This is an optimization exercise on Yosys and OpenROAD, whose aim is small area, a short achievable clock period and few clock cycles, not a production implementation.
In this exercise RTL edits were held to simulation tests only and were not proved equivalent to the original.
No activity file was given, so power comes from the tool's default toggle rates.

==> design/flow/design.v <==
`default_nettype none
module alu (
    input  wire        is_r_i,     
    input  wire        is_i_i,     
    input  wire [2:0]  f3_i,
    input  wire        f7z_i,      
    input  wire        f7s_i,      
    input  wire [31:0] a_i,        
    input  wire [31:0] b_i,        
    output logic [31:0] result_o
);
    wire [2:0] f3 = f3_i;
    wire do_sub = ~is_i_i & (f7s_i | (f3 == 3'b010));
    wire arith  = (f3 == 3'b000);
    wire use_p  = (f3 == 3'b000) | (f3 == 3'b100) | (f3 == 3'b110);
    wire use_g  = f3[1] & f3[2];
    wire do_sll = (f3 == 3'b001);
    wire is_slt = (f3 == 3'b010);
    logic [31:0] p, g, carry, shn;
    for (genvar i = 0; i < 32; i++) begin : g_pg
        alu_pg u_pg (.a_i (a_i[i]), .b_i (b_i[i]), .sub_i (do_sub), .p_o (p[i]), .g_o (g[i]));
    end
    alu_carry u_carry (.p_i (p), .g_i (g), .cin_i (do_sub), .c_o (carry));
    logic [31:0] st [6];
    assign st[0] = a_i;
    for (genvar k = 0; k < 5; k++) begin : g_st
        for (genvar i = 0; i < 32; i++) begin : g_bit
            if (i >= (1 << k)) begin : g_mux
                sh_mux u_mux (.a_i (st[k][i]), .b_i (st[k][i - (1 << k)]), .s_i (b_i[k]),
                              .y_o (st[k + 1][i]));
            end else if (k % 2 == 0) begin : g_fill_t
                sh_fill_t u_fill (.a_i (st[k][i]), .s_i (b_i[k]), .y_o (st[k + 1][i]));
            end else begin : g_fill_n
                sh_fill_n u_fill (.a_i (st[k][i]), .s_i (b_i[k]), .y_o (st[k + 1][i]));
            end
        end
    end
    assign shn = st[5];
    wire lt = (a_i[31] ^ b_i[31]) ? a_i[31] : (p[31] ^ carry[31]);
    alu_res0 u_res0 (.p_i (p[0]), .g_i (g[0]), .c_i (carry[0]), .shn_i (shn[0]),
                     .set_i (is_slt & lt), .use_p_i (use_p), .use_g_i (use_g),
                     .arith_i (arith), .sll_i (do_sll), .r_o (result_o[0]));
    for (genvar i = 1; i < 32; i++) begin : g_res
        alu_res u_res (.p_i (p[i]), .g_i (g[i]), .c_i (carry[i]), .shn_i (shn[i]),
                       .use_p_i (use_p), .use_g_i (use_g), .arith_i (arith), .sll_i (do_sll),
                       .r_o (result_o[i]));
    end
endmodule
module alu_pg (
    input  wire  a_i,
    input  wire  b_i,
    input  wire  sub_i,
    output wire  p_o,
    output wire  g_o
);
    wire bx = b_i ^ sub_i;
    assign p_o = a_i ^ bx;
    assign g_o = a_i & bx;
endmodule
module alu_carry (
    input  wire [31:0] p_i,
    input  wire [31:0] g_i,
    input  wire        cin_i,
    output logic [31:0] c_o
);
    logic [31:0] gg, pp;
    always_comb begin
        gg = g_i;
        pp = p_i;
        gg[0] = g_i[0] | (p_i[0] & cin_i);
        for (int l = 1; l < 32; l = l * 2) begin
            for (int i = 2 * l - 1; i < 32; i = i + 2 * l) begin
                gg[i] = gg[i] | (pp[i] & gg[i - l]);
                pp[i] = pp[i] & pp[i - l];
            end
        end
        for (int l = 8; l >= 1; l = l / 2) begin
            for (int i = 3 * l - 1; i < 32; i = i + 2 * l) begin
                gg[i] = gg[i] | (pp[i] & gg[i - l]);
                pp[i] = pp[i] & pp[i - l];
            end
        end
        c_o = {gg[30:0], 1'b0} | {31'd0, cin_i};
    end
endmodule
module sh_mux (
    input  wire a_i,
    input  wire b_i,
    input  wire s_i,
    output wire y_o
);
    assign y_o = ~(s_i ? b_i : a_i);
endmodule
module sh_fill_t (
    input  wire a_i,
    input  wire s_i,
    output wire y_o
);
    assign y_o = ~(a_i & ~s_i);
endmodule
module sh_fill_n (
    input  wire a_i,
    input  wire s_i,
    output wire y_o
);
    assign y_o = ~(a_i | s_i);
endmodule
module alu_res (
    input  wire p_i,
    input  wire g_i,
    input  wire c_i,
    input  wire shn_i,
    input  wire use_p_i,
    input  wire use_g_i,
    input  wire arith_i,
    input  wire sll_i,
    output wire r_o
);
    wire lg;
    alu_lg u_lg (.p_i (p_i), .g_i (g_i), .use_p_i (use_p_i), .use_g_i (use_g_i), .lg_o (lg));
    alu_fin u_fin (.lg_i (lg), .c_i (c_i), .arith_i (arith_i), .sll_i (sll_i), .shn_i (shn_i),
                   .r_o (r_o));
endmodule
module alu_lg (
    input  wire p_i,
    input  wire g_i,
    input  wire use_p_i,
    input  wire use_g_i,
    output wire lg_o
);
    assign lg_o = (p_i & use_p_i) | (g_i & use_g_i);
endmodule
module alu_fin (
    input  wire lg_i,
    input  wire c_i,
    input  wire arith_i,
    input  wire sll_i,
    input  wire shn_i,
    output wire r_o
);
    assign r_o = sll_i ? ~shn_i : (lg_i ^ (c_i & arith_i));
endmodule
module alu_res0 (
    input  wire p_i,
    input  wire g_i,
    input  wire c_i,
    input  wire shn_i,
    input  wire set_i,
    input  wire use_p_i,
    input  wire use_g_i,
    input  wire arith_i,
    input  wire sll_i,
    output wire r_o
);
    wire lg = (p_i & use_p_i) | (g_i & use_g_i);
    assign r_o = (sll_i ? ~shn_i : (lg ^ (c_i & arith_i))) | set_i;
endmodule
`default_nettype wire
`default_nettype none
module reg_file (
    input  wire        clk_i,
    input  wire        reset,
    input  wire [4:0]  addr_i,     
    output logic [31:0] lo_o,      
    output logic [31:0] hi_o,      
    output logic [15:0] match_o,   
    input  wire        wr_en_i,    
    input  wire [15:0] drop_i,     
    input  wire [4:0]  count_i,
    input  wire [4:0]  wr_tag_i,
    input  wire [31:0] wr_data_i
);
    logic [15:0] valid;
    logic [4:0]  tag_q  [16];
    logic [31:0] data_q [16];
    logic [15:0] match;
    logic [15:0] sel;
    logic [15:0] keep;
    for (genvar i = 0; i < 16; i++) begin : g_match
        tag_eq u_eq (.tag_i (tag_q[i]), .addr_i (addr_i), .eq_o (match[i]));
    end
    always_comb begin
        lo_o = '0;
        hi_o = '0;
        for (int i = 0; i < 16; i++) begin
            sel[i]   = (count_i == 5'(i + 1));
            if (i < 8) lo_o = lo_o | (data_q[i] & {32{match[i]}});
            else       hi_o = hi_o | (data_q[i] & {32{match[i]}});
        end
    end
    assign match_o = match;
    always_comb begin
        for (int i = 0; i < 16; i++) begin
            valid[i] = |tag_q[i];
            keep[i]  = valid[i] & ~reset & ~(wr_en_i & drop_i[i]);
        end
    end
    for (genvar i = 0; i < 16; i++) begin : g_entry
        for (genvar j = 0; j < 5; j++) begin : g_tag
            rf_bit u_bit (
                .clk_i  (clk_i),
                .hold_i (keep[i]),
                .we_i   (wr_en_i & sel[i]),
                .d_i    (wr_tag_i[j]),
                .q_o    (tag_q[i][j])
            );
        end
        for (genvar j = 0; j < 32; j++) begin : g_data
            rf_bit u_bit (
                .clk_i  (clk_i),
                .hold_i (keep[i]),
                .we_i   (wr_en_i & sel[i]),
                .d_i    (wr_data_i[j]),
                .q_o    (data_q[i][j])
            );
        end
    end
endmodule
`default_nettype wire
`default_nettype none
module rf_bit (
    input  wire  clk_i,
    input  wire  hold_i,
    input  wire  we_i,
    input  wire  d_i,
    output logic q_o
);
    always_ff @(posedge clk_i) begin
        q_o <= (q_o & hold_i) | (d_i & we_i);
    end
endmodule
`default_nettype wire
`default_nettype none
module tag_eq (
    input  wire [4:0] tag_i,
    input  wire [4:0] addr_i,
    output wire       eq_o
);
    assign eq_o = (tag_i == addr_i);
endmodule
`default_nettype wire
`default_nettype none
module cpu_lite_top (
    input  wire        clk_i,
    input  wire        reset,
    input  wire        host_valid_i,
    input  wire [7:0]  host_byte_i,
    input  wire [4:0]  reg_sel_i,
    input  wire [1:0]  byte_sel_i,
    output wire [7:0]  value_o,
    output wire        is_positive_o,
    output wire        done_o
);
    logic        loading_q;    
    logic        done_q;
    logic [1:0]  phase_q;      
    logic [4:0]  count_q;      
    logic        wr_q;         
    logic        is_r_q;       
    logic        is_i_q;       
    logic        rd0_q;        
    logic [7:0]  b1_q;         
    logic [7:0]  b2_q;         
    logic [7:0]  b3_q;         
    logic [31:0] a_q;          
    logic [15:0] drop_q;       
    wire start_seen = host_valid_i & ~loading_q & ~done_q & (host_byte_i == 8'hFE);
    wire end_seen   = host_valid_i & loading_q & (phase_q == 2'd0) & (host_byte_i == 8'hFF);
    wire data_stb   = host_valid_i & loading_q & ~end_seen;
    wire last_byte  = data_stb & (phase_q == 2'd3);
    wire kept       = ~count_q[4];
    wire [4:0] rd = {b1_q[3:0], rd0_q};
    logic [31:0] rdata;
    logic [31:0] rd_lo, rd_hi;    
    logic [15:0] match;
    logic [31:0] result;
    logic f3_ok_r, f3_ok_i;
    wire  f7z = (host_byte_i[7:1] == 7'b0000000);
    wire  f7s = (host_byte_i[7:1] == 7'b0100000);
    always_comb begin
        case (b1_q[6:4])
            3'b000:  f3_ok_r = f7z | f7s;
            3'b001, 3'b010, 3'b100, 3'b110, 3'b111: f3_ok_r = f7z;
            default: f3_ok_r = 1'b0;
        endcase
        f3_ok_i = (b1_q[6:4] == 3'b000) | (b1_q[6:4] == 3'b110) | (b1_q[6:4] == 3'b111);
    end
    wire writes = ((is_r_q & f3_ok_r) | (is_i_q & f3_ok_i)) & (rd != 5'd0);
    wire wr_en = wr_q;
    always_ff @(posedge clk_i or posedge reset) begin
        if (reset) begin
            loading_q <= 1'b0;
            done_q    <= 1'b0;
            phase_q   <= 2'd0;
            count_q   <= 5'd0;
            wr_q      <= 1'b0;
        end else begin
            if (start_seen) loading_q <= 1'b1;
            if (end_seen) begin
                loading_q <= 1'b0;
                done_q    <= 1'b1;
            end
            if (data_stb) phase_q <= phase_q + 2'd1;
            if (last_byte && kept) count_q <= count_q + 5'd1;
            wr_q <= last_byte & kept & writes;
        end
    end
    always_ff @(posedge clk_i) begin
        b3_q <= host_byte_i;
        a_q  <= rdata;
    end
    wire ld0 = data_stb & (phase_q == 2'd0);
    wire ld1 = data_stb & (phase_q == 2'd1);
    wire ld2 = data_stb & (phase_q == 2'd2);
    wire [2:0] b0_d = {host_byte_i[7], host_byte_i[6:0] == 7'b0010011,
                       host_byte_i[6:0] == 7'b0110011};
    logic [2:0] b0_q;
    assign is_r_q = b0_q[0];
    assign is_i_q = b0_q[1];
    assign rd0_q  = b0_q[2];
    for (genvar j = 0; j < 3; j++) begin : g_b0
        rf_bit u_bit (.clk_i (clk_i), .hold_i (~ld0), .we_i (ld0), .d_i (b0_d[j]), .q_o (b0_q[j]));
    end
    for (genvar j = 0; j < 8; j++) begin : g_b1
        rf_bit u_bit (.clk_i (clk_i), .hold_i (~ld1), .we_i (ld1), .d_i (host_byte_i[j]),
                      .q_o (b1_q[j]));
    end
    for (genvar j = 0; j < 8; j++) begin : g_b2
        rf_bit u_bit (.clk_i (clk_i), .hold_i (~ld2), .we_i (ld2), .d_i (host_byte_i[j]),
                      .q_o (b2_q[j]));
    end
    for (genvar j = 0; j < 16; j++) begin : g_drop
        rf_bit u_bit (.clk_i (clk_i), .hold_i (~ld2), .we_i (ld2), .d_i (match[j]),
                      .q_o (drop_q[j]));
    end
    wire sel_host = ~loading_q;
    wire sel_rd   = loading_q & (phase_q == 2'd2);
    wire sel_rs1  = loading_q & (phase_q == 2'd3);
    wire sel_rs2  = loading_q & wr_q & ~is_i_q;
    wire [4:0] rs1 = {b2_q[3:0], b1_q[7]};
    wire [4:0] rs2 = {b3_q[0], b2_q[7:4]};
    wire [4:0] from_regs = ({5{sel_rd}} & rd) | ({5{sel_rs1}} & rs1) | ({5{sel_rs2}} & rs2);
    wire [4:0] addr = ({5{sel_host}} & reg_sel_i) | from_regs;
    wire [31:0] imm = {{20{b3_q[7]}}, b3_q, b2_q[7:4]};
    wire [31:0] opb = rdata | (imm & {32{is_i_q}});
    alu u_alu (
        .is_r_i   (is_r_q),
        .is_i_i   (is_i_q),
        .f3_i     (b1_q[6:4]),
        .f7z_i    (b3_q[7:1] == 7'b0000000),
        .f7s_i    (b3_q[7:1] == 7'b0100000),
        .a_i      (a_q),
        .b_i      (opb),
        .result_o (result)
    );
    reg_file u_reg_file (
        .clk_i     (clk_i),
        .reset     (reset),
        .addr_i    (addr),
        .lo_o      (rd_lo),
        .hi_o      (rd_hi),
        .match_o   (match),
        .wr_en_i   (wr_en),
        .drop_i    (drop_q),
        .count_i   (count_q),
        .wr_tag_i  (rd),
        .wr_data_i (result)
    );
    wire [3:0] bsel = 4'b0001 << byte_sel_i;
    byte_pick u_byte_pick (
        .lo_i    (rd_lo),
        .hi_i    (rd_hi),
        .sel_i   (bsel),
        .byte_o  (value_o)
    );
    assign rdata         = rd_lo | rd_hi;
    assign is_positive_o = ~rdata[31];
    assign done_o        = done_q;
endmodule
`default_nettype wire
`default_nettype none
module byte_pick (
    input  wire [31:0] lo_i,
    input  wire [31:0] hi_i,
    input  wire [3:0]  sel_i,
    output wire [7:0]  byte_o
);
    wire [31:0] w = lo_i | hi_i;
    assign byte_o = (w[7:0] & {8{sel_i[0]}}) | (w[15:8] & {8{sel_i[1]}}) |
                    (w[23:16] & {8{sel_i[2]}}) | (w[31:24] & {8{sel_i[3]}});
endmodule
`default_nettype wire
==> design/flow/flow/run.sh <==
#!/bin/bash
# Standard layout, with fast buffers on the ports.
set -euo pipefail
bash standard.sh "BUFFER_PORTS_ARGS=-buffer_cell sky130_fd_sc_hd__buf_4" SETUP_SLACK_MARGIN=6.25 finish > standard_make.log 2>&1
==> design/flow/standard.sh <==
#!/bin/bash
# synth_recipe.tcl (not shown) runs the flow's synth.tcl, then flattens the netlist and writes it again
# the make line also repeats each setting of config.mk as NAME=value (left out here)
make -C /OpenROAD-flow-scripts/flow DESIGN_CONFIG=/design/flow/config.mk WORK_HOME=/design/flow/orfs CLKGATE_MAP_FILE= SYNTH_SCRIPT=/design/flow/synth_recipe.tcl "${@:-finish}"
==> design/flow/config.mk <==
export PLATFORM = sky130hd
export DESIGN_NAME = cpu_lite_top
export DESIGN_NICKNAME = cpu_lite_top
export VERILOG_FILES = /design/flow/design.v
export SDC_FILE = /design/flow/constraint.sdc
export NUM_CORES = 8
export LEC_CHECK = 0
export CAP_MARGIN = 20
export CORE_MARGIN = 2
export CORE_UTILIZATION = 50
export CTS_BUF_LIST = sky130_fd_sc_hd__clkbuf_8
export CTS_CLUSTER_DIAMETER = 60
export CTS_CLUSTER_SIZE = 16
export PLACE_DENSITY = 0.6
export SETUP_SLACK_MARGIN = 5
export SLEW_MARGIN = 20
export SYNTH_HIERARCHICAL = 1
export TNS_END_PERCENT = 5
==> design/flow/constraint.sdc <==
create_clock -name core_clock -period 14.0 [get_ports {clk_i}]
set_input_delay 2.8000 -clock core_clock [delete_from_list [all_inputs] [get_ports {clk_i}]]
set_output_delay 2.8000 -clock core_clock [all_outputs]
set_load 0.01 [all_outputs]
==> results.py, run 1 <==
metrics = {
    "run_status": {
        "status": "complete, no violations",
    },
    "pwr": {
        "p_leak_nw": 12.1,
        "p_int_mw": 2.59,
        "p_total_mw": 4.00,
        "seqPwrFrac": 0.495,
        "power.share.switching": 0.352,
        "power_density_nw_per_um2": 125,
        "p_switching_mw": 1.41,
        "pwr-share-clk": 0.271,
        "pwr-share-comb": 0.233,
        "max-vdd-ir-drop_v": 0.000244,
    },
    "layout": {
        "layout-drive-gt1-share": 0.129,
        "nNetsFinal": 2719,
        "num-fill-cells": 4763,
        "syn_to_final_growth_pct": 13.8,
    },
    "floorplan": {
        "die_area_um2": 58200,
        "io_pins": 28,
        "die_x_um": 241,
        "die_y_um": 241,
        "initial_core_util": 0.508,
        "rows": 86,
        "core_um2": 55400,
    },
    "critical_path": {
        "crit_slowest_cell": "nand4_1",
        "crit_fanout": 8,
        "start_kind": "input port",
        "crit_chain": "buf_6 -> nor2_4 -> a21oi_4 -> buf_12 -> buf_12 -> xnor2_4 -> nand3_2 -> nor3_4 -> buf_6 -> clkbuf_16 -> a22oi_1 -> nand4_1 -> o21ai_1 -> nand4_1 -> buf_4",
        "crit_buf_inv": 6,
        "crit_family": "buffers and inverters",
        "worstPathArrival_ns": 5.27,
        "required_ns": 11.20,
        "max_stage_delay_ns": 0.33,
        "cp-end-kind": "primary output",
        "worstSetupPathType": "input port to primary output",
    },
    "detailed_routing": {
        "wirelength_um": 98600,
        "drc": 0,
        "drtAntennaViolNets": 0,
        "drt_iter0_drc": 2490,
        "wl_per_cell_um": 28.7,
        "viasPerCell": 6.96,
        "vias": 23907,
        "drtPass1Iterations": 8,
    },
    "cts": {
        "cts_sinks": 677,
        "insertion_delay_ns": 0.71,
        "cts_tree": "done",
        "numCtsBuffers": 52,
        "cts_root_buf": "clkbuf_8",
        "cts_max_level": 2,
        "ctsHoldBuffers": 0,
        "clkTransAtPathRegs_ns": 0.10,
        "clockBufferDepth": 3,
    },
    "sta": {
        "period_needed_ns": 8.07,
        "tightest_slew_ns": 1.14,
        "fmax_mhz": 124,
        "rsz0062_at_grt": "yes",
        "timing.final.crit_share": 0.576,
        "hold_viol": 0,
        "slew_headroom": 0.241,
        "finClkSkew_ns": 0.0206,
        "fin_setup_tns_ns": 0,
        "drv_slew": 0,
        "final-setup-viol-count": 0,
    },
    "yosys": {
        "syn_area_um2": 28200,
        "yosysWarningCount": 17,
        "synthesis.area_per_instance_um2": 11.1,
        "synth_fp_nets": 2596,
        "netlist_instances": 2541,
    },
    "job": {
        "max_cap_violations": 0,
    },
    "place": {
        "place.gp.congestion": 0.902,
        "numPortBuffers": 27,
        "dp_hpwl_um": 59600,
    },
    "grt": {
        "grt_pass1_vias": 22977,
        "grt-ovfl-total": 0,
        "antenna_found_initial": 2,
        "grt_max_degree": 65,
        "grt_pass1_wl_um": 145000,
        "track_usage": 0.329,
    },
    "worst_hold_path": {
        "hp-class": "register to register",
    },
}
-- final timing paths --
| kind | from | end | slack [ns] | cells past startpoint |
|---|---|---|---|---|
| setup / recovery | reg_sel_i[0] | value_o[7] | 5.93 | 15 |
| hold / removal | u_reg_file.g_entry[3].g_data[10].u_bit.q_o | u_reg_file.g_entry[3].g_data[10].u_bit.q_o | 0.49 | 1 |
| setup reg to reg | g_b0[1].u_bit.q_o | u_reg_file.g_entry[5].g_data[26].u_bit.q_o | 6.69 | 24 |
| hold reg to reg | u_reg_file.g_entry[3].g_data[10].u_bit.q_o | u_reg_file.g_entry[3].g_data[10].u_bit.q_o | 0.49 | 1 |
| max in group asynchronous | reset | wr_q | 11.27 | 2 |
| min in group asynchronous | reset | count_q[1] | 2.36 | 2 |
-- placed cells by master (no fill, tap or decap), types with 9 or more instances in the layout --
master and instances:
ha_1 37, a22oi_2 9, a22oi_1 248, buf_4 90
inv_1 25, a22o_1 658, nor3_1 16, buf_12 23
dfrtp_1 9, clkbuf_8 57, nand2_1 54, or2_2 33
o21ai_2 13, nor2_4 13, a21oi_1 14, xnor2_1 51
a21o_1 20, a21boi_0 31, a221oi_4 16, xor2_1 60
nor3_4 16, o21ai_1 9, nand3_1 19, o31a_1 26
o21ai_0 27, nand4_1 77, and3b_1 31, mux2i_1 129
nand2b_1 44, dfxtp_1 667, nor2_1 38
-- registers in the layout, indices dropped and copies added, names as in the netlist --
signal	flops
phase_q	2
g_drop.u_bit.q_o	16
count_q	5
g_b0.u_bit.q_o	3
g_b2.u_bit.q_o	8
u_reg_file.g_entry.g_tag.u_bit.q_o	80
wr_q	1
a_q	32
b3_q	8
loading_q	1
g_b1.u_bit.q_o	8
u_reg_file.g_entry.g_data.u_bit.q_o	512
done_q	1
-- through the flow --
stage	utilization	std cells	setup WS (ns)	hold WS [ns]	instance area (um^2)
2_1_floorplan	-	2541	6.25	0.447	28300
3_3_place_gp	0.543	3314	5.11	0.466	30100
3_5_place_dp	0.544	3317	4.95	0.470	30200
4_1_cts	0.572	3421	6.03	0.495	31700
5_1_grt	0.578	3435	5.88	0.506	32000
6_report	0.578	3435	5.93	0.492	32000
-- metal layers --
metal	up-vias	track usage	share of wire
met2	1051	0.508	0.44
met4	0	0.0971	0.023
met1	12215	0.468	0.44
met5	-	0	0
met3	165	0.0616	0.088
li1	10476	-	-
-- worst reg2reg max path: cells and delay by family, from the launching register on --
| family | cells | cell delay, ns |
|---|---|---|
| compound gates | 11 | 3.68 |
| buf+inv | 3 | 0.50 |
| flops | 1 | 0.86 |
| fa+ha+maj | 1 | 0.39 |
| xor+xnor | 2 | 0.40 |
| simple gates | 7 | 1.43 |
-- power groups by stage --
| stage | logic (mW) | clock network [mW] | registers, mW |
|---|---|---|---|
| floorplan | 0.515 | 0 | 2.03 |
| global placement | 0.853 | 0 | 2.02 |
| detailed placement | 0.869 | 0 | 2.02 |
| CTS | 0.894 | 1.09 | 1.98 |
| global route | 0.978 | 1.16 | 1.98 |
| finish | 0.932 | 1.08 | 1.98 |
-- layout make-up --
type	count	area (um^2)	area share
flip-flops and latches	677	13600	0.425
repair buffers	126	1430	0.0446
clock inverters	18	163	0.00508
clock buffers	57	785	0.0245
inverters	20	75.1	0.00234
well taps	748	936	0.0292
diodes	2	5.00	0.000156
multi-input cells	1787	15000	0.469
-- what timing repair did --
| action | in CTS | in global routing |
|---|---|---|
| endpoints found under the hold margin | 0 | 0 |
| pin swaps | 23 | 18 |
| setup buffers | 28 | 6 |
| cloned | 1 | 5 |
| endpoints found under the setup margin | 377 | 305 |
| resized for setup | 83 | 28 |
Testbench counts, summed over its fixed seeds: cycles 11,399.
==> run 2, diff against run 1 <==
==> design/flow/flow/run.sh (replaced) <==
#!/bin/bash
# Standard layout, with fast buffers on the ports.
set -euo pipefail
bash standard.sh "BUFFER_PORTS_ARGS=-buffer_cell sky130_fd_sc_hd__buf_4" SETUP_SLACK_MARGIN=6 finish > standard_make.log 2>&1
==> run 2 against run 1 <==
Non-clock buffer count down 28. Synthesized cell count unchanged. Register-to-register slack better by 0.29 ns. Critical endpoint is now value_o[3]. Clock skew up 0.026 ns. Core utilization down 0.93 points. Fmax down 1.1%. Power up 0.59%. Critical path depth down 2. Largest cell class unchanged. Area after synthesis unchanged. Clock power up 5%. Worst hold slack worse by 0.0014 ns.
==> results.py, run 2 <==
metrics = {
    "layout": {
        "layoutNonFillerInstCount": 3409,
        "layout-drive-gt1-share": 0.114,
        "top_regs": "u_reg_file.g_entry.g_data.u_bit.q_o: 512 flops, u_reg_file.g_entry.g_tag.u_bit.q_o: 80 flops, a_q: 32 flops",
        "largest_register": "u_reg_file.g_entry.g_data.u_bit.q_o",
        "syn_to_final_growth_pct": 11.9,
        "layout_common_cells": "dfxtp_1 (667), a22o_1 (658), a22oi_1 (256)",
        "nNetsFinal": 2694,
        "final_util": 0.569,
        "num-fill-cells": 4811,
        "largest_reg_flops": 512,
        "seq_area_um2": 13600,
        "multi_input_area_um2": 14900,
        "layout_commonest_cell": "dfxtp_1",
    },
    "critical_path": {
        "crit_fanout": 33,
        "worstSetupPathType": "input port to primary output",
        "worstPathArrival_ns": 5.36,
        "r2r_cells": 23,
        "start_kind": "input port",
        "crit_chain": "buf_4 -> nor2_1 -> a21oi_4 -> buf_12 -> xnor2_1 -> nand3_1 -> nor3_4 -> buf_6 -> a22oi_1 -> nand4_1 -> o21ai_2 -> nand4_1 -> buf_4",
        "crit_slowest_cell": "nand4_1",
        "required_ns": 11.20,
        "cp-end-kind": "primary output",
        "max_stage_delay_ns": 0.32,
    },
    "pwr": {
        "pwr-share-comb": 0.219,
        "seqPwrFrac": 0.499,
        "power_density_nw_per_um2": 128,
        "power.share.switching": 0.348,
        "p_int_mw": 2.62,
        "p_leak_nw": 11.9,
        "p_switching_mw": 1.40,
        "pwr-share-clk": 0.282,
        "max-vdd-ir-drop_v": 0.000202,
    },
    "sta": {
        "rsz0062_at_grt": "yes",
        "hold_viol": 0,
        "final-setup-viol-count": 0,
        "slew_headroom": 0.230,
        "fin_setup_tns_ns": 0,
        "timing.final.crit_share": 0.583,
        "drv_slew": 0,
        "period_needed_ns": 8.16,
        "finClkSkew_ns": 0.0468,
        "hold-worst-slack_ns": 0.491,
        "tightest_slew_ns": 1.15,
        "fmax_mhz": 123,
    },
    "floorplan": {
        "die_y_um": 241,
        "rows": 86,
        "io_pins": 28,
        "initial_core_util": 0.508,
        "core_um2": 55400,
        "die_area_um2": 58200,
        "die_x_um": 241,
    },
    "detailed_routing": {
        "drt_iter0_drc": 2351,
        "viasPerCell": 6.97,
        "drtAntennaViolNets": 0,
        "vias": 23770,
        "wirelength_um": 97200,
        "drtPass1Iterations": 8,
        "drc": 0,
        "wl_per_cell_um": 28.5,
    },
    "yosys": {
        "netlist_instances": 2541,
        "yosysWarningCount": 17,
        "synthesis.area_per_instance_um2": 11.1,
        "synth_fp_nets": 2596,
        "syn_area_um2": 28200,
    },
    "grt": {
        "antenna_found_initial": 1,
        "grt_pass1_wl_um": 145000,
        "grt_max_degree": 65,
        "grt_pass1_vias": 23294,
        "grt-ovfl-total": 0,
        "track_usage": 0.330,
    },
    "run_status": {
        "status": "complete, no violations",
    },
    "worst_hold_path": {
        "hp-class": "register to register",
        "hold_depth": 1,
    },
    "place": {
        "placedCellCount": 3315,
        "place.gp.congestion": 0.901,
        "numPortBuffers": 27,
        "dp_hpwl_um": 59100,
    },
    "cts": {
        "clockBufferDepth": 3,
        "cts_root_buf": "clkbuf_8",
        "insertion_delay_ns": 0.71,
        "cts_max_level": 2,
        "numCtsBuffers": 53,
        "cts_sinks": 677,
        "cts_tree": "done",
        "clkTransAtPathRegs_ns": 0.09,
        "ctsHoldBuffers": 0,
    },
    "job": {
        "max_cap_violations": 0,
    },
}
run 2: power by group through the flow:
stage | Clock [mW] | Combinational [mW] | Sequential [mW]
after floorplan | 0 | 0.514 | 2.03
after global placement | 0 | 0.822 | 2.05
after detailed placement | 0 | 0.838 | 2.05
after CTS | 1.15 | 0.853 | 2.00
after global routing | 1.22 | 0.928 | 2.01
final | 1.13 | 0.881 | 2.01
run 2: repair_timing:
action / in CTS / in global routing
gates resized for setup: 42 / 10
gates cloned: 0 / 2
buffers inserted: 13 / 0
setup endpoints to repair: 393 / 393
endpoints found under the hold margin: 0 / 0
pin swaps: 6 / 0
run 2: metal layers:
layer	vias up	global-route usage	routed length [um]
met2	1104	0.516	43300
met1	12056	0.461	42600
met4	0	0.110	2890
met5	-	0	0
li1	10425	-	-
met3	185	0.0567	8450
run 2: final cells by class:
cell class / count / share of cell area
antenna: 1 / 0.0000794
clock buffer: 58 / 0.0253
clock inverter: 18 / 0.00746
inverter: 20 / 0.00238
multi-input combinational: 1789 / 0.473
sequential: 677 / 0.432
tap: 748 / 0.0297
timing repair buffer: 98 / 0.0299
run 2: critical path: cells and delay by family:
| family | cells | cell delay, ns |
|---|---|---|
| AO/OA/AOI/OAI | 3 | 0.62 |
| XOR/XNOR | 1 | 0.14 |
| buffers and inverters | 4 | 0.76 |
| AND/OR/NAND/NOR | 5 | 0.98 |
run 2: path summary, 6_finish.rpt:
kind | start | endpoint | slack, ns
worst max register to register | g_b1[2].u_bit.q_o | u_reg_file.g_entry[5].g_data[10].u_bit.q_o | 6.98
max in group asynchronous | reset | wr_q | 11.30
worst min register to register | g_b0[0].u_bit.q_o | g_b0[0].u_bit.q_o | 0.49
worst max-delay path | reg_sel_i[1] | value_o[3] | 5.84
worst min-delay path | g_b0[0].u_bit.q_o | g_b0[0].u_bit.q_o | 0.49
min in group asynchronous | reset | phase_q[1] | 2.37
run 2: stage by stage:
stage                     cell area [um^2]  setup slack, ns  total power, mW
after floorplan                      28200             6.03             2.54
after global placement               30100             4.82             2.87
after detailed placement             30100             4.60             2.88
after CTS                            31400             5.94             4.01
after global routing                 31500             5.76             4.16
final                                31500             5.84             4.02
==> run 3, diff against run 2 <==
--- a/design/flow/design.v
+++ b/design/flow/design.v
@@ -17,12 +17,12 @@
     wire do_sll = (f3 == 3'b001);
     wire is_slt = (f3 == 3'b010);
-    logic [31:0] p, g, carry, shn;
+    logic [31:0] p, g, carry;
     for (genvar i = 0; i < 32; i++) begin : g_pg
         alu_pg u_pg (.a_i (a_i[i]), .b_i (b_i[i]), .sub_i (do_sub), .p_o (p[i]), .g_o (g[i]));
     end
     alu_carry u_carry (.p_i (p), .g_i (g), .cin_i (do_sub), .c_o (carry));
-    logic [31:0] st [6];
+    logic [31:0] st [5];
     assign st[0] = a_i;
-    for (genvar k = 0; k < 5; k++) begin : g_st
+    for (genvar k = 0; k < 4; k++) begin : g_st
         for (genvar i = 0; i < 32; i++) begin : g_bit
             if (i >= (1 << k)) begin : g_mux
@@ -36,13 +36,22 @@
         end
     end
-    assign shn = st[5];
     wire lt = (a_i[31] ^ b_i[31]) ? a_i[31] : (p[31] ^ carry[31]);
-    alu_res0 u_res0 (.p_i (p[0]), .g_i (g[0]), .c_i (carry[0]), .shn_i (shn[0]),
-                     .set_i (is_slt & lt), .use_p_i (use_p), .use_g_i (use_g),
-                     .arith_i (arith), .sll_i (do_sll), .r_o (result_o[0]));
-    for (genvar i = 1; i < 32; i++) begin : g_res
-        alu_res u_res (.p_i (p[i]), .g_i (g[i]), .c_i (carry[i]), .shn_i (shn[i]),
-                       .use_p_i (use_p), .use_g_i (use_g), .arith_i (arith), .sll_i (do_sll),
-                       .r_o (result_o[i]));
+    wire sel_a = do_sll & ~b_i[4];
+    wire sel_b = do_sll & b_i[4];
+    wire sel_v = ~do_sll;
+    logic [31:0] v;
+    for (genvar i = 0; i < 32; i++) begin : g_v
+        alu_v u_v (.p_i (p[i]), .g_i (g[i]), .c_i (carry[i]), .use_p_i (use_p),
+                   .use_g_i (use_g), .arith_i (arith), .v_o (v[i]));
+    end
+    alu_out0 u_out0 (.a_i (st[4][0]), .v_i (v[0]), .set_i (is_slt & lt), .sel_a_i (sel_a),
+                     .sel_v_i (sel_v), .r_o (result_o[0]));
+    for (genvar i = 1; i < 16; i++) begin : g_out_lo
+        alu_out_lo u_out (.a_i (st[4][i]), .v_i (v[i]), .sel_a_i (sel_a), .sel_v_i (sel_v),
+                          .r_o (result_o[i]));
+    end
+    for (genvar i = 16; i < 32; i++) begin : g_out_hi
+        alu_out_hi u_out (.a_i (st[4][i]), .b_i (st[4][i - 16]), .v_i (v[i]), .sel_a_i (sel_a),
+                          .sel_b_i (sel_b), .sel_v_i (sel_v), .r_o (result_o[i]));
     end
 endmodule
@@ -106,19 +115,16 @@
     assign y_o = ~(a_i | s_i);
 endmodule
-module alu_res (
+module alu_v (
     input  wire p_i,
     input  wire g_i,
     input  wire c_i,
-    input  wire shn_i,
     input  wire use_p_i,
     input  wire use_g_i,
     input  wire arith_i,
-    input  wire sll_i,
-    output wire r_o
+    output wire v_o
 );
     wire lg;
     alu_lg u_lg (.p_i (p_i), .g_i (g_i), .use_p_i (use_p_i), .use_g_i (use_g_i), .lg_o (lg));
-    alu_fin u_fin (.lg_i (lg), .c_i (c_i), .arith_i (arith_i), .sll_i (sll_i), .shn_i (shn_i),
-                   .r_o (r_o));
+    assign v_o = lg ^ (c_i & arith_i);
 endmodule
 module alu_lg (
@@ -131,28 +137,33 @@
     assign lg_o = (p_i & use_p_i) | (g_i & use_g_i);
 endmodule
-module alu_fin (
-    input  wire lg_i,
-    input  wire c_i,
-    input  wire arith_i,
-    input  wire sll_i,
-    input  wire shn_i,
+module alu_out_hi (
+    input  wire a_i,
+    input  wire b_i,
+    input  wire v_i,
+    input  wire sel_a_i,
+    input  wire sel_b_i,
+    input  wire sel_v_i,
     output wire r_o
 );
-    assign r_o = sll_i ? ~shn_i : (lg_i ^ (c_i & arith_i));
+    assign r_o = (a_i & sel_a_i) | (b_i & sel_b_i) | (v_i & sel_v_i);
 endmodule
-module alu_res0 (
-    input  wire p_i,
-    input  wire g_i,
-    input  wire c_i,
-    input  wire shn_i,
+module alu_out_lo (
+    input  wire a_i,
+    input  wire v_i,
+    input  wire sel_a_i,
+    input  wire sel_v_i,
+    output wire r_o
+);
+    assign r_o = (a_i & sel_a_i) | (v_i & sel_v_i);
+endmodule
+module alu_out0 (
+    input  wire a_i,
+    input  wire v_i,
     input  wire set_i,
-    input  wire use_p_i,
-    input  wire use_g_i,
-    input  wire arith_i,
-    input  wire sll_i,
+    input  wire sel_a_i,
+    input  wire sel_v_i,
     output wire r_o
 );
-    wire lg = (p_i & use_p_i) | (g_i & use_g_i);
-    assign r_o = (sll_i ? ~shn_i : (lg ^ (c_i & arith_i))) | set_i;
+    assign r_o = (a_i & sel_a_i) | (v_i & sel_v_i) | set_i;
 endmodule
 `default_nettype wire
==> run 3 against run 2 <==
Setup slack improved by 0.12 ns. Critical path depth rose by 2. Worst hold slack barely moved. Wire length rose by 5.4%. Area after synthesis fell by 1.5%. Combinational power fell by 17%. Critical path type unchanged.
==> results.py, run 3 <==
metrics = {
    "grt": {
        "grt_max_degree": 38,
        "antenna_found_initial": 1,
        "track_usage": 0.335,
        "grt-ovfl-total": 0,
        "grt_pass1_vias": 22765,
        "grt_pass1_wl_um": 145000,
    },
    "sta": {
        "hold-worst-slack_ns": 0.491,
        "hold_viol": 0,
        "fmax_mhz": 124,
        "period_needed_ns": 8.04,
        "final-setup-viol-count": 0,
        "fin_setup_tns_ns": 0,
        "slew_headroom": 0.112,
        "rsz0062_at_grt": "yes",
        "tightest_slew_ns": 1.33,
        "drv_slew": 0,
        "timing.final.crit_share": 0.574,
        "finClkSkew_ns": 0.0389,
    },
    "yosys": {
        "synth_fp_nets": 2550,
        "syn_area_um2": 27700,
        "netlist_instances": 2495,
        "synthesis.area_per_instance_um2": 11.1,
        "yosysWarningCount": 17,
    },
    "layout": {
        "largest_reg_flops": 512,
        "layout-drive-gt1-share": 0.162,
        "syn_to_final_growth_pct": 16.7,
        "top_regs": "u_reg_file.g_entry.g_data.u_bit.q_o: 512 flops, u_reg_file.g_entry.g_tag.u_bit.q_o: 80 flops, a_q: 32 flops",
        "layout_common_cells": "a22o_1 (674), dfxtp_1 (666), a22oi_1 (221)",
        "nNetsFinal": 2717,
        "largest_register": "u_reg_file.g_entry.g_data.u_bit.q_o",
        "stdcell_area_um2": 32400,
        "layout_commonest_cell": "a22o_1",
        "diodes": 0,
    },
    "place": {
        "numPortBuffers": 27,
        "postPlaceCellArea_um2": 29700,
        "place.gp.congestion": 0.949,
        "dp_hpwl_um": 58600,
    },
    "cts": {
        "insertion_delay_ns": 0.72,
        "clockBufferDepth": 3,
        "cts_root_buf": "clkbuf_8",
        "cts_tree": "done",
        "numCtsBuffers": 55,
        "cts_sinks": 677,
        "clkTransAtPathRegs_ns": 0.08,
        "ctsHoldBuffers": 0,
        "cts_max_level": 2,
    },
    "detailed_routing": {
        "wl_per_cell_um": 29.9,
        "drt_iter0_drc": 2737,
        "drtAntennaViolNets": 0,
        "drc": 0,
        "vias": 23961,
        "viasPerCell": 6.98,
        "drtPass1Iterations": 8,
        "wirelength_um": 102000,
    },
    "critical_path": {
        "worstPathArrival_ns": 5.24,
        "max_stage_delay_ns": 0.24,
        "crit_buf_inv": 7,
        "worstSetupPathType": "input port to primary output",
        "cp-end-kind": "primary output",
        "required_ns": 11.20,
        "crit_family": "buffers and inverters",
        "start_kind": "input port",
        "crit_chain": "buf_4 -> nor2_2 -> a21oi_4 -> buf_12 -> buf_6 -> xor2_4 -> nor3_4 -> buf_4 -> buf_12 -> buf_12 -> a22oi_2 -> nand4_1 -> o21ai_4 -> nand4_1 -> buf_4",
        "crit_slowest_cell": "o21ai_4",
        "crit_fanout": 13,
    },
    "pwr": {
        "max-vdd-ir-drop_v": 0.000108,
        "p_leak_nw": 12.3,
        "pwr-share-clk": 0.299,
        "seqPwrFrac": 0.514,
        "power.share.switching": 0.325,
        "p_int_mw": 2.64,
        "power_density_nw_per_um2": 121,
        "p_switching_mw": 1.27,
        "pwr-share-comb": 0.187,
    },
    "floorplan": {
        "core_um2": 55000,
        "die_area_um2": 57400,
        "rows": 86,
        "io_pins": 28,
        "initial_core_util": 0.505,
        "die_y_um": 240,
        "die_x_um": 240,
    },
    "job": {
        "max_cap_violations": 0,
    },
    "run_status": {
        "status": "complete, no violations",
    },
    "worst_hold_path": {
        "hp-class": "register to register",
    },
}
run 3: per-layer routing:
metal,wire length (um),global-route usage,vias up,share of wire
li1,-,-,10357,-
met1,44000,0.467,12189,0.43
met2,45200,0.510,1232,0.44
met3,9640,0.0734,183,0.094
met4,3600,0.120,0,0.035
met5,0,0,-,0
run 3: final timing paths:
| kind | startpoint | end | slack [ns] | cells past startpoint |
|---|---|---|---|---|
| setup / recovery | reg_sel_i[2] | value_o[4] | 5.96 | 15 |
| hold / removal | u_reg_file.g_entry[15].g_data[24].u_bit.q_o | u_reg_file.g_entry[15].g_data[24].u_bit.q_o | 0.49 | 1 |
| setup reg to reg | wr_q | u_reg_file.g_entry[7].g_data[17].u_bit.q_o | 6.71 | 29 |
| hold reg to reg | u_reg_file.g_entry[15].g_data[24].u_bit.q_o | u_reg_file.g_entry[15].g_data[24].u_bit.q_o | 0.49 | 1 |
| max in group asynchronous | reset | wr_q | 11.32 | 2 |
| min in group asynchronous | reset | count_q[3] | 2.35 | 2 |
run 3: area by class of cell:
cell class | instances | area, um^2
fillers | 4662 | 22600
multi-input cells | 1728 | 14800
flip-flops and latches | 677 | 13600
repair buffers | 164 | 1790
well taps | 748 | 936
clock buffers | 59 | 812
clock inverters | 21 | 268
inverters | 36 | 135
run 3: per-stage QoR:
stage | util | total power [mW] | worst slack [ns] | std cells
after floorplan | - | 2.43 | 6.01 | 2495
after global placement | 0.540 | 2.68 | 4.61 | 3274
after detailed placement | 0.540 | 2.69 | 4.52 | 3274
after CTS | 0.567 | 3.85 | 5.93 | 3375
after global routing | 0.589 | 4.03 | 5.92 | 3433
final | 0.589 | 3.91 | 5.96 | 3433
run 3: power groups by stage:
stage               logic (mW)  registers, mW  clock network, mW
detailed placement       0.646           2.05                  0
CTS                      0.668           2.00               1.18
finish                   0.730           2.01               1.17
global placement         0.637           2.05                  0
floorplan                0.402           2.02                  0
global route             0.763           2.01               1.25
run 3: timing repair:
| action | CTS | global route |
|---|---|---|
| setup buffers | 21 | 42 |
| setup endpoints to repair | 393 | 281 |
| cloned | 0 | 15 |
| pin swaps | 8 | 53 |
| resized for setup | 57 | 130 |
Testbench counts of run 3, summed over its fixed seeds: cycles 11,399.
==> run 4, diff against run 3 <==
==> design/flow/flow/run.sh (replaced) <==
#!/bin/bash
# Standard layout, with fast buffers on the ports.
set -euo pipefail
bash standard.sh "BUFFER_PORTS_ARGS=-buffer_cell sky130_fd_sc_hd__buf_4" SETUP_SLACK_MARGIN=5.5 finish > standard_make.log 2>&1
==> run 4 against run 3 <==
Synthesized cell count did not move. Count of clock-buffer cells in the layout fell by 1. Sequential power barely moved. Critical endpoint unchanged.
==> results.py, run 4 <==
metrics = {
    "detailed_routing": {
        "drtAntennaViolNets": 0,
        "drtPass1Iterations": 9,
        "vias": 23540,
        "wl_per_cell_um": 29.4,
        "viasPerCell": 7.00,
        "drt_iter0_drc": 2533,
        "wirelength_um": 98700,
        "drc": 0,
    },
    "sta": {
        "fin_setup_tns_ns": 0,
        "period_needed_ns": 8.51,
        "slew_headroom": 0.221,
        "hold-worst-slack_ns": 0.485,
        "fmax_mhz": 118,
        "drv_slew": 0,
        "hold_viol": 0,
        "finClkSkew_ns": 0.0400,
        "fin_ws_ns": 5.49,
        "tightest_slew_ns": 1.17,
        "final-setup-viol-count": 0,
        "timing.final.crit_share": 0.608,
        "rsz0062_at_grt": "yes",
    },
    "grt": {
        "grt_util_met2": 0.506,
        "grt_use_met3": 0.0585,
        "track_usage": 0.336,
        "grt-busiest-layer": "met2",
        "grt_pass1_wl_um": 146000,
        "grt_pass1_vias": 22309,
        "grt_max_degree": 38,
        "grt-ovfl-total": 0,
        "antenna_found_initial": 2,
        "grt_use_met1": 0.482,
    },
    "critical_path": {
        "required_ns": 11.20,
        "crit_fanout": 33,
        "cp-startpoint": "reg_sel_i[4]",
        "worstPathArrival_ns": 5.71,
        "rr_startpoint": "g_b0[1].u_bit.q_o",
        "start_kind": "input port",
        "rrSetupSlack_ns": 6.46,
        "worstSetupPathType": "input port to primary output",
        "r2r-end": "u_reg_file.g_entry[4].g_data[0].u_bit.q_o",
        "r2r_cells": 24,
        "cp-end-kind": "primary output",
    },
    "cts": {
        "cts_sinks": 677,
        "clkTransAtPathRegs_ns": 0.10,
        "numCtsBuffers": 53,
        "ctsHoldBuffers": 0,
        "clockBufferDepth": 3,
        "cts_root_buf": "clkbuf_8",
        "cts_max_level": 2,
        "cts_tree": "done",
        "insertion_delay_ns": 0.71,
    },
    "worst_hold_path": {
        "hp-start": "g_b0[0].u_bit.q_o",
        "whs_endpoint": "g_b0[0].u_bit.q_o",
        "hp-class": "register to register",
        "hold_depth": 1,
    },
    "pwr": {
        "power_density_nw_per_um2": 122,
        "max-vdd-ir-drop_v": 0.000134,
        "p_total_mw": 3.77,
        "p_leak_nw": 11.7,
    },
    "yosys": {
        "syn_area_um2": 27700,
        "netlist_instances": 2495,
        "synth_fp_nets": 2550,
        "synthesis.area_per_instance_um2": 11.1,
        "yosysWarningCount": 17,
    },
    "floorplan": {
        "core_um2": 55000,
        "die_x_um": 240,
        "rows": 86,
        "initial_core_util": 0.505,
        "die_y_um": 240,
        "io_pins": 28,
        "die_area_um2": 57400,
    },
    "job": {
        "max_cap_violations": 0,
    },
    "layout": {
        "final_util": 0.560,
        "syn_to_final_growth_pct": 10.9,
        "largest_register": "u_reg_file.g_entry.g_data.u_bit.q_o",
        "layout-drive-gt1-share": 0.108,
        "num-fill-cells": 4789,
        "layout_common_cells": "a22o_1 (674), dfxtp_1 (667), a22oi_1 (256)",
        "largest_reg_flops": 512,
        "top_regs": "u_reg_file.g_entry.g_data.u_bit.q_o: 512 flops, u_reg_file.g_entry.g_tag.u_bit.q_o: 80 flops, a_q: 32 flops",
        "layoutNonFillerInstCount": 3361,
        "nNetsFinal": 2647,
        "stdcell_area_um2": 30800,
        "layout_commonest_cell": "a22o_1",
    },
    "place": {
        "numPortBuffers": 27,
        "postPlaceCellArea_um2": 29700,
        "placedCellCount": 3276,
        "preCtsSetupSlack_ns": 4.47,
        "place.gp.congestion": 0.973,
        "dp_hpwl_um": 60300,
    },
    "run_status": {
        "status": "complete, no violations",
    },
}
## run 4: worst max-delay path, cell delays in order
cell	delay, ns
buf_4	0.08
nor2_1	0.04
a21oi_2	0.13
buf_4	0.37
xnor2_1	0.13
nand3_1	0.14
nor3_4	0.05
buf_4	0.31
a22oi_1	0.27
nand4_1	0.41
o21ai_1	0.40
nand4_1	0.29
buf_4	0.25
## run 4: how the worst max path moves through the flow
stage                                                       endpoint  slack, ns  cells past startpoint
after floorplan           u_reg_file.g_entry[0].g_data[31].u_bit.q_o       5.58                     22
after global placement    u_reg_file.g_entry[5].g_data[31].u_bit.q_o       4.58                     22
after detailed placement  u_reg_file.g_entry[2].g_data[31].u_bit.q_o       4.47                     22
after CTS                                                 value_o[4]       5.48                     13
after global routing                                      value_o[7]       5.38                     13
final                                                     value_o[4]       5.49                     13
## run 4: layer usage
layer  routed length, um  up-vias
met4                2980        2
met3                8350      197
met5                  18        -
li1                    -    10209
met2               43300     1119
met1               44000    12013
## run 4: what timing repair did
item                                    in CTS  in global routing
pin swaps                                    2                  0
endpoints found under the setup margin     190                260
resized for setup                            3                  8
hold endpoints to repair                     0                  0
gates cloned                                 0                  1
buffers inserted                             8                  0
## run 4: power by group
part           switching (mW)  total [mW]  leakage [nW]  internal (mW)
registers              0.0653        2.01          5.51           1.95
logic                   0.488       0.669          5.72          0.181
clock network           0.678        1.08         0.493          0.406
## run 4: layout make-up
| class | count | area (um^2) | area share |
|---|---|---|---|
| flip-flops and latches | 677 | 13600 | 0.442 |
| diodes | 1 | 2.50 | 0.0000813 |
| clock buffers | 58 | 798 | 0.0259 |
| clock inverters | 17 | 163 | 0.00529 |
| inverters | 36 | 135 | 0.00439 |
| multi-input cells | 1726 | 14400 | 0.467 |
| repair buffers | 98 | 777 | 0.0252 |
| well taps | 748 | 936 | 0.0304 |
==> run 5, diff against run 4 <==
==> design/flow/flow/run.sh (replaced) <==
#!/bin/bash
# Standard layout, with fast buffers on the ports.
set -euo pipefail
bash standard.sh "BUFFER_PORTS_ARGS=-buffer_cell sky130_fd_sc_hd__buf_4" SETUP_SLACK_MARGIN=5.75 finish > standard_make.log 2>&1
--- a/design/flow/config.mk
+++ b/design/flow/config.mk
@@ -12,4 +12,5 @@
 export CTS_CLUSTER_DIAMETER = 60
 export CTS_CLUSTER_SIZE = 16
+export GPL_ROUTABILITY_DRIVEN = 0
 export PLACE_DENSITY = 0.6
 export SETUP_SLACK_MARGIN = 5
==> run 5 against run 4 <==
Still clean on timing, DRC and antenna. Area after synthesis unchanged. Non-clock buffer count increased by 3. First-iteration DRC count decreased by 6.0%. Fmax increased by 3.2%. Cell count increased by 0.21%. Critical path type unchanged. Critical endpoint is now value_o[1].
==> results.py, run 5 <==
metrics = {
    "critical_path": {
        "cp-startpoint": "reg_sel_i[4]",
        "worstSetupPathType": "input port to primary output",
        "crit_fanout": 33,
        "required_ns": 11.20,
        "r2r_cells": 27,
        "cp-end-kind": "primary output",
        "start_kind": "input port",
        "worstPathArrival_ns": 5.44,
        "rr_startpoint": "wr_q",
        "rrSetupSlack_ns": 6.58,
        "r2r-end": "u_reg_file.g_entry[0].g_data[25].u_bit.q_o",
    },
    "worst_hold_path": {
        "hold_depth": 1,
        "hp-start": "u_reg_file.g_entry[9].g_data[29].u_bit.q_o",
        "whs_endpoint": "u_reg_file.g_entry[9].g_data[29].u_bit.q_o",
        "hp-class": "register to register",
    },
    "grt": {
        "grt_pass1_vias": 22519,
        "grt_pass1_wl_um": 145000,
        "grt-ovfl-total": 0,
        "grt_max_degree": 38,
        "antenna_found_initial": 3,
        "track_usage": 0.335,
    },
    "floorplan": {
        "rows": 86,
        "die_area_um2": 57400,
        "core_um2": 55000,
        "io_pins": 28,
        "die_x_um": 240,
        "initial_core_util": 0.505,
        "die_y_um": 240,
    },
    "sta": {
        "finClkSkew_ns": 0.0392,
        "tightest_slew_ns": 1.16,
        "period_needed_ns": 8.24,
        "fin_setup_tns_ns": 0,
        "drv_slew": 0,
        "hold_viol": 0,
        "rsz0062_at_grt": "yes",
        "final-setup-viol-count": 0,
        "timing.final.crit_share": 0.589,
        "slew_headroom": 0.226,
        "fmax_mhz": 121,
        "hold-worst-slack_ns": 0.492,
    },
    "cts": {
        "clockBufferDepth": 3,
        "cts_tree": "done",
        "cts_max_level": 2,
        "clkTransAtPathRegs_ns": 0.09,
        "numCtsBuffers": 54,
        "cts_root_buf": "clkbuf_8",
        "cts_sinks": 677,
        "insertion_delay_ns": 0.72,
    },
    "yosys": {
        "synth_fp_nets": 2550,
        "yosysWarningCount": 17,
        "syn_area_um2": 27700,
        "netlist_instances": 2495,
        "synthesis.area_per_instance_um2": 11.1,
    },
    "pwr": {
        "p_leak_nw": 11.8,
        "max-vdd-ir-drop_v": 0.000147,
        "power_density_nw_per_um2": 124,
    },
    "layout": {
        "largest_register": "u_reg_file.g_entry.g_data.u_bit.q_o",
        "stdcell_area_um2": 31000,
        "largest_reg_flops": 512,
        "layout_common_cells": "a22o_1 (674), dfxtp_1 (667), a22oi_1 (256)",
        "num-fill-cells": 4705,
        "seq_area_um2": 13600,
        "syn_to_final_growth_pct": 11.6,
        "layout-drive-gt1-share": 0.113,
        "multi_input_area_um2": 14400,
        "top_regs": "u_reg_file.g_entry.g_data.u_bit.q_o: 512 flops, u_reg_file.g_entry.g_tag.u_bit.q_o: 80 flops, a_q: 32 flops",
        "nNetsFinal": 2651,
        "layout_commonest_cell": "a22o_1",
    },
    "detailed_routing": {
        "drtAntennaViolNets": 0,
        "wirelength_um": 98100,
        "vias": 23326,
        "wl_per_cell_um": 29.1,
        "drt_iter0_drc": 2382,
        "viasPerCell": 6.93,
        "drc": 0,
        "drtPass1Iterations": 9,
    },
    "place": {
        "dp_hpwl_um": 58900,
        "postPlaceCellArea_um2": 29700,
        "numPortBuffers": 27,
    },
    "run_status": {
        "status": "complete, no violations",
    },
    "job": {
        "max_cap_violations": 0,
    },
}
run 5: worst max-delay path, stage by stage:
cell	delay, ns
buf_4	0.08
nor2_1	0.04
a21oi_2	0.12
buf_4	0.34
xnor2_1	0.13
nand3_1	0.15
nor3_4	0.06
buf_4	0.28
a22oi_1	0.24
nand4_1	0.38
o21ai_2	0.31
nand4_1	0.23
buf_4	0.22
run 5: metal layers:
layer	track usage	vias to the layer above	wire length (um)
met5	0	-	0
met4	0.120	0	3530
met3	0.0637	203	8550
met2	0.527	1110	43700
met1	0.458	11777	42300
li1	-	10236	-
run 5: worst max-delay path by stage:
stage	slack, ns	depth (start not counted)	end
4_1_cts	5.66	25	u_reg_file.g_entry[12].g_data[22].u_bit.q_o
3_5_place_dp	4.89	25	u_reg_file.g_entry[12].g_data[22].u_bit.q_o
6_report	5.76	13	value_o[1]
2_1_floorplan	5.81	23	u_reg_file.g_entry[0].g_data[31].u_bit.q_o
5_1_grt	5.69	26	u_reg_file.g_entry[8].g_data[25].u_bit.q_o
3_3_place_gp	5.09	25	u_reg_file.g_entry[6].g_data[22].u_bit.q_o
run 5: where the power goes:
part	internal [mW]	leakage, nW	switching [mW]
registers	1.95	5.51	0.0603
clock network	0.470	0.529	0.685
logic	0.179	5.74	0.488
total	2.60	11.8	1.23
run 5: what timing repair did:
item / in CTS / in global routing
resized for setup: 11 / 27
pin swaps: 1 / 5
hold buffers: 0 / 0
cloned: 0 / 1
setup endpoints to repair: 56 / 328
buffers inserted: 1 / 5
run 5: final cells by class:
type	instances	share of cell area
multi-input cells	1726	0.465
flip-flops and latches	677	0.440
well taps	748	0.0302
repair buffers	101	0.0265
clock buffers	59	0.0262
clock inverters	18	0.00804
inverters	36	0.00437
diodes	3	0.000243
run 5: through the flow:
step           total power, mW  setup slack [ns]  std cells  utilization
3_5_place_dp              2.69              4.89       3281        0.541
3_3_place_gp              2.68              5.09       3279        0.540
5_1_grt                   3.95              5.69       3366        0.563
6_report                  3.83              5.76       3368        0.563
4_1_cts                   3.82              5.66       3359        0.560
2_1_floorplan             2.42              5.81       2495            -
==> run 6, diff against run 5 <==
--- a/design/flow/config.mk
+++ b/design/flow/config.mk
@@ -8,10 +8,9 @@
 export CAP_MARGIN = 20
 export CORE_MARGIN = 2
-export CORE_UTILIZATION = 50
+export CORE_UTILIZATION = 40
 export CTS_BUF_LIST = sky130_fd_sc_hd__clkbuf_8
 export CTS_CLUSTER_DIAMETER = 60
 export CTS_CLUSTER_SIZE = 16
-export GPL_ROUTABILITY_DRIVEN = 0
-export PLACE_DENSITY = 0.6
+export PLACE_DENSITY = 0.5
 export SETUP_SLACK_MARGIN = 5
 export SLEW_MARGIN = 20
==> run 6 against run 5 <==
Via count up 0.31%. Non-clock buffer count rose by 6. Area after synthesis stayed put. Synthesized cell count did not move. Global-route usage shrank 4.0 points. Sequential cell count stayed put. Setup slack improved by 0.069 ns. First-iteration DRC count shrank 2.1%. Combinational power rose by 8.6%. Worst hold slack got worse by 0.0021 ns. Clock skew rose by 0.0049 ns.
==> results.py, run 6 <==
metrics = {
    "run_status": {
        "status": "complete, no violations",
    },
    "layout": {
        "stdcell_area_um2": 31400,
        "largest_reg_flops": 512,
        "syn_to_final_growth_pct": 13.2,
        "layout-drive-gt1-share": 0.119,
        "layout_common_cells": "a22o_1 (674), dfxtp_1 (667), a22oi_1 (256)",
        "num-fill-cells": 6473,
        "final_util": 0.458,
        "nNetsFinal": 2662,
        "layout_commonest_cell": "a22o_1",
        "top_regs": "u_reg_file.g_entry.g_data.u_bit.q_o: 512 flops, u_reg_file.g_entry.g_tag.u_bit.q_o: 80 flops, a_q: 32 flops",
        "largest_register": "u_reg_file.g_entry.g_data.u_bit.q_o",
    },
    "floorplan": {
        "core_um2": 68600,
        "io_pins": 28,
        "rows": 96,
        "die_y_um": 267,
        "die_x_um": 267,
        "die_area_um2": 71500,
        "initial_core_util": 0.405,
    },
    "job": {
        "max_cap_violations": 0,
    },
    "place": {
        "place.gp.congestion": 0.921,
        "dp_hpwl_um": 64000,
        "numPortBuffers": 27,
        "postPlaceCellArea_um2": 30000,
        "preCtsSetupSlack_ns": 4.71,
    },
    "sta": {
        "tightest_slew_ns": 1.15,
        "fin_ws_ns": 5.83,
        "slew_headroom": 0.230,
        "hold_viol": 0,
        "finClkSkew_ns": 0.0440,
        "drv_slew": 0,
        "period_needed_ns": 8.17,
        "hold-worst-slack_ns": 0.490,
        "fmax_mhz": 122,
        "final-setup-viol-count": 0,
        "timing.final.crit_share": 0.584,
        "rsz0062_at_grt": "yes",
        "fin_setup_tns_ns": 0,
    },
    "detailed_routing": {
        "wirelength_um": 107000,
        "drtAntennaViolNets": 0,
        "wl_per_cell_um": 30.0,
        "viasPerCell": 6.54,
        "drc": 0,
        "drt_iter0_drc": 2333,
        "vias": 23399,
        "drtPass1Iterations": 6,
    },
    "cts": {
        "clkTransAtPathRegs_ns": 0.08,
        "insertion_delay_ns": 0.75,
        "cts_root_buf": "clkbuf_8",
        "ctsHoldBuffers": 0,
        "numCtsBuffers": 58,
        "cts_tree": "done",
        "cts_max_level": 2,
        "cts_sinks": 677,
        "clockBufferDepth": 3,
    },
    "critical_path": {
        "r2r-end": "u_reg_file.g_entry[5].g_data[31].u_bit.q_o",
        "max_stage_delay_ns": 0.34,
        "crit_chain": "buf_4 -> nor2_1 -> a21oi_2 -> buf_4 -> xor2_1 -> nor3_4 -> buf_6 -> a22oi_1 -> nand4_1 -> o21ai_1 -> nand4_1 -> buf_4",
        "cpMostUsedCell": "buf_4",
        "start_kind": "input port",
        "worstPathArrival_ns": 5.37,
        "r2r_cells": 26,
        "crit_fanout": 33,
        "rr_startpoint": "wr_q",
        "crit_slowest_cell": "buf_4",
        "worstSetupPathType": "input port to primary output",
        "rrSetupSlack_ns": 6.58,
        "cp-end-kind": "primary output",
        "required_ns": 11.20,
    },
    "pwr": {
        "power_density_nw_per_um2": 126,
        "max-vdd-ir-drop_v": 0.0000734,
        "p_leak_nw": 11.9,
    },
    "grt": {
        "antenna_found_initial": 2,
        "grt_max_degree": 38,
        "track_usage": 0.295,
        "grt_pass1_vias": 23176,
        "grt-ovfl-total": 0,
        "grt_pass1_wl_um": 157000,
    },
    "yosys": {
        "syn_area_um2": 27700,
        "netlist_instances": 2495,
        "yosysWarningCount": 17,
        "synthesis.area_per_instance_um2": 11.1,
        "synth_fp_nets": 2550,
    },
    "worst_hold_path": {
        "hp-class": "register to register",
        "hp-start": "u_reg_file.g_entry[5].g_data[31].u_bit.q_o",
        "hold_depth": 1,
        "whs_endpoint": "u_reg_file.g_entry[5].g_data[31].u_bit.q_o",
    },
}
-- run 6: cell count changes in the layout (fill, tap and decap cells not counted), moves of 2 or more --
| cell | change |
|---|---|
| inv_2 | +2 |
| clkbuf_8 | +3 |
| inv_1 | +3 |
| clkinv_2 | +2 |
| inv_6 | +6 |
| buf_6 | +4 |
| o21ai_1 | +3 |
| buf_4 | +2 |
| o21ai_2 | -4 |
-- run 6: critical path: cells and delay by family --
kind / cells / cell delay (ns)
XOR/XNOR: 1 / 0.27
AO/OA/AOI/OAI: 3 / 0.74
AND/OR/NAND/NOR: 4 / 0.65
buffers and inverters: 4 / 0.85
-- run 6: metrics by stage --
| stage | power [mW] | std cells |
|---|---|---|
| CTS | 3.98 | 3566 |
| finish | 3.97 | 3577 |
| floorplan | 2.42 | 2495 |
| detailed placement | 2.73 | 3467 |
| global route | 4.11 | 3575 |
| global placement | 2.72 | 3465 |
-- run 6: metal layers --
layer  global-route usage  part of all wire  vias up
met3               0.0364             0.061      195
met4                0.103             0.031        0
met5                    0                 0        -
met2                0.467              0.45      909
met1                0.413              0.46    12026
li1                     -                 -    10269
-- run 6: worst max path at each step --
stage,startpoint,to,slack (ns),cells past startpoint
floorplan,reg_sel_i[1],u_reg_file.g_entry[0].g_data[31].u_bit.q_o,5.81,23
global placement,reg_sel_i[1],u_reg_file.g_entry[1].g_data[25].u_bit.q_o,4.80,26
detailed placement,reg_sel_i[4],u_reg_file.g_entry[11].g_data[25].u_bit.q_o,4.71,26
CTS,reg_sel_i[2],value_o[3],5.63,12
global route,reg_sel_i[1],value_o[0],5.72,13
finish,reg_sel_i[3],value_o[4],5.83,12
-- run 6: what timing repair did --
action / in CTS / in global routing
resized for setup: 13 / 26
endpoints found under the setup margin: 200 / 231
hold endpoints to repair: 0 / 0
gates cloned: 0 / 2
setup buffers: 4 / 5
pin swaps: 4 / 6
-- run 6: final cells by class --
class / count / area (um^2) / share of cell area
antenna: 4 / 10.0 / 0.000319
clock buffer: 62 / 853 / 0.0272
clock inverter: 33 / 373 / 0.0119
inverter: 36 / 135 / 0.00430
multi-input combinational: 1727 / 14400 / 0.458
sequential: 677 / 13600 / 0.433
tap: 931 / 1160 / 0.0371
timing repair buffer: 107 / 887 / 0.0282
-- run 6: power breakdown --
part	internal [mW]	switching [mW]	leakage (nW)	total, mW
Sequential	1.95	0.0343	5.51	1.98
Clock	0.521	0.740	0.636	1.26
Combinational	0.182	0.541	5.77	0.723
Total	2.65	1.32	11.9	3.97
==> run 7, diff against run 6 <==
--- a/design/flow/config.mk
+++ b/design/flow/config.mk
@@ -8,9 +8,9 @@
 export CAP_MARGIN = 20
 export CORE_MARGIN = 2
-export CORE_UTILIZATION = 40
+export CORE_UTILIZATION = 50
 export CTS_BUF_LIST = sky130_fd_sc_hd__clkbuf_8
 export CTS_CLUSTER_DIAMETER = 60
-export CTS_CLUSTER_SIZE = 16
-export PLACE_DENSITY = 0.5
+export CTS_CLUSTER_SIZE = 18
+export PLACE_DENSITY = 0.6
 export SETUP_SLACK_MARGIN = 5
 export SLEW_MARGIN = 20
==> run 7 against run 6 <==
Wire length shrank 7.7%. Die area shrank 20%. Via count is the same. Sequential power is essentially flat. Global-route usage grew 4.3 points. Area after synthesis is the same. Cell count shrank 5.7%. Synthesized cell count is the same. Critical endpoint is now value_o[3]. Power shrank 4.5%. Highest routed layer unchanged. Clock skew grew 0.020 ns. Sequential share of layout area grew 0.69 points. Non-clock buffer count shrank 2.
==> results.py, run 7 <==
metrics = {
    "run_status": {
        "status": "complete, no violations",
    },
    "yosys": {
        "synth_fp_nets": 2550,
        "syn_area_um2": 27700,
    },
    "layout": {
        "syn_to_final_growth_pct": 11.4,
        "layout_commonest_cell": "a22o_1",
        "nNetsFinal": 2651,
        "stdcell_area_um2": 30900,
        "seq_area_um2": 13600,
        "layout_common_cells": "a22o_1 (674), dfxtp_1 (667), a22oi_1 (256)",
        "largest_reg_flops": 512,
    },
    "critical_path": {
        "cpMostUsedCell": "buf_4",
        "required_ns": 11.20,
        "crit_chain": "buf_4 -> nor2_1 -> a21oi_2 -> buf_4 -> xnor2_1 -> nand3_1 -> nor3_4 -> buf_4 -> a22oi_1 -> nand4_1 -> o21ai_1 -> nand4_1 -> buf_4",
        "crit_slowest_cell": "o21ai_1",
        "max_stage_delay_ns": 0.42,
        "crit_buf_inv": 4,
        "worstPathArrival_ns": 5.52,
        "r2r_cells": 25,
    },
    "detailed_routing": {
        "wirelength_um": 99100,
        "drtAntennaViolNets": 0,
        "drt_iter0_drc": 2397,
        "viasPerCell": 6.94,
    },
    "floorplan": {
        "die_y_um": 240,
        "io_pins": 28,
        "die_area_um2": 57400,
    },
    "cts": {
        "cts_sinks": 677,
        "cts_tree": "done",
        "cts_root_buf": "clkbuf_8",
        "cts_max_level": 2,
        "clkTransAtPathRegs_ns": 0.10,
        "clockBufferDepth": 3,
    },
    "sta": {
        "slew_headroom": 0.204,
        "fmax_mhz": 120,
        "rsz0062_at_grt": "yes",
        "hold-worst-slack_ns": 0.493,
        "final-setup-viol-count": 0,
        "timing.final.crit_share": 0.594,
        "period_needed_ns": 8.32,
        "fin_setup_tns_ns": 0,
    },
    "place": {
        "numPortBuffers": 27,
        "dp_hpwl_um": 59200,
    },
    "pwr": {
        "max-vdd-ir-drop_v": 0.0000937,
        "power.share.switching": 0.329,
        "p_leak_nw": 11.8,
        "pwr-share-clk": 0.291,
        "seqPwrFrac": 0.529,
    },
    "grt": {
        "track_usage": 0.338,
        "grt_max_degree": 38,
        "antenna_found_initial": 4,
    },
}
[run 7: metal layers]
layer  part of all wire  up-vias  track usage
li1                   -    10241            -
met1               0.43    11859        0.467
met2               0.45     1111        0.530
met3              0.086      188       0.0572
met4              0.032        0        0.127
met5                  0        -            0
[run 7: path summary, 6_finish.rpt]
| kind | from | end | slack, ns |
|---|---|---|---|
| setup reg to reg | g_b0[1].u_bit.q_o | u_reg_file.g_entry[4].g_data[27].u_bit.q_o | 6.53 |
| hold / removal | u_reg_file.g_entry[9].g_data[15].u_bit.q_o | u_reg_file.g_entry[9].g_data[15].u_bit.q_o | 0.49 |
| setup / recovery | reg_sel_i[0] | value_o[3] | 5.68 |
| hold reg to reg | u_reg_file.g_entry[9].g_data[15].u_bit.q_o | u_reg_file.g_entry[9].g_data[15].u_bit.q_o | 0.49 |
| min in group asynchronous | reset | count_q[4] | 2.35 |
| max in group asynchronous | reset | wr_q | 11.31 |
[run 7: through the flow]
stage               power [mW]  setup slack, ns  std cells
detailed placement        2.70             4.64       3278
global route              3.90             5.68       3372
floorplan                 2.42             5.81       2495
CTS                       3.77             5.70       3361
finish                    3.79             5.68       3373
global placement          2.69             4.79       3278
[run 7: final cells by class]
class / count / share of cell area
multi-input combinational: 1726 / 0.465
sequential: 677 / 0.440
tap: 748 / 0.0303
timing repair buffer: 105 / 0.0280
clock buffer: 54 / 0.0240
clock inverter: 25 / 0.00826
inverter: 36 / 0.00437
antenna: 2 / 0.000162
[run 7: timing repair]
item	4_1_cts	5_1_grt
pin swaps	1	6
resized for setup	18	15
gates cloned	0	1
endpoints found under the setup margin	261	264
setup buffers	4	7
[run 7: power groups by stage]
| stage | sequential, mW | combinational, mW | clock (mW) |
|---|---|---|---|
| 3_3_place_gp | 2.04 | 0.644 | 0 |
| 2_1_floorplan | 2.02 | 0.400 | 0 |
| 3_5_place_dp | 2.04 | 0.654 | 0 |
| 4_1_cts | 2.00 | 0.660 | 1.11 |
| 5_1_grt | 2.00 | 0.713 | 1.19 |
| 6_report | 2.00 | 0.683 | 1.10 |
[run 7: worst reg2reg max path, stage by stage, from the launching register on]
cell and delay, ns:
dfxtp_1 1.01, nor2b_1 0.28, a222oi_1 0.42, a21oi_2 0.10, buf_4 0.27, xnor2_1 0.23, nand3_1 0.14, nor3_4 0.19
buf_4 0.48, a22oi_1 0.19, nand4_1 0.15, or2_2 0.17, a21o_4 0.42, xor2_1 0.15, ha_1 0.37, nand2_1 0.08
o21ai_2 0.17, a21oi_2 0.13, o41ai_4 0.61, a31oi_1 0.27, a31oi_1 0.22, nand2_1 0.08, xnor2_1 0.18, a222oi_1 0.53
inv_2 0.27, a22o_1 0.26

## port drivers added, routing unchanged
No port has a modelled driver above. Below, the same layouts with a new extraction and two added sets of constraints.
Step 1 assumes that a clkbuf_16 drives the clock port and a buf_2 every other input.
Step 2 also shifts input and output timing later by t, the mid clock arrival at the registers, as if the neighbouring blocks saw the same clock.
Slacks: ideal ports / drivers / drivers and shift; pairs: ideal ports / drivers.
run | t, ns | setup WS [ns]
run 1 | 0.752 | 5.931 / 5.899 / 5.365
run 2 | 0.746 | 5.837 / 5.814 / 5.469
run 3 | 0.758 | 5.959 / 5.930 / 5.277
run 4 | 0.749 | 5.494 / 5.468 / 5.052
run 5 | 0.766 | 5.761 / 5.730 / 5.128
run 6 | 0.788 | 5.830 / 5.797 / 5.198
run 7 | 0.755 | 5.683 / 5.650 / 5.229
After both steps setup and hold are still met in every run listed.
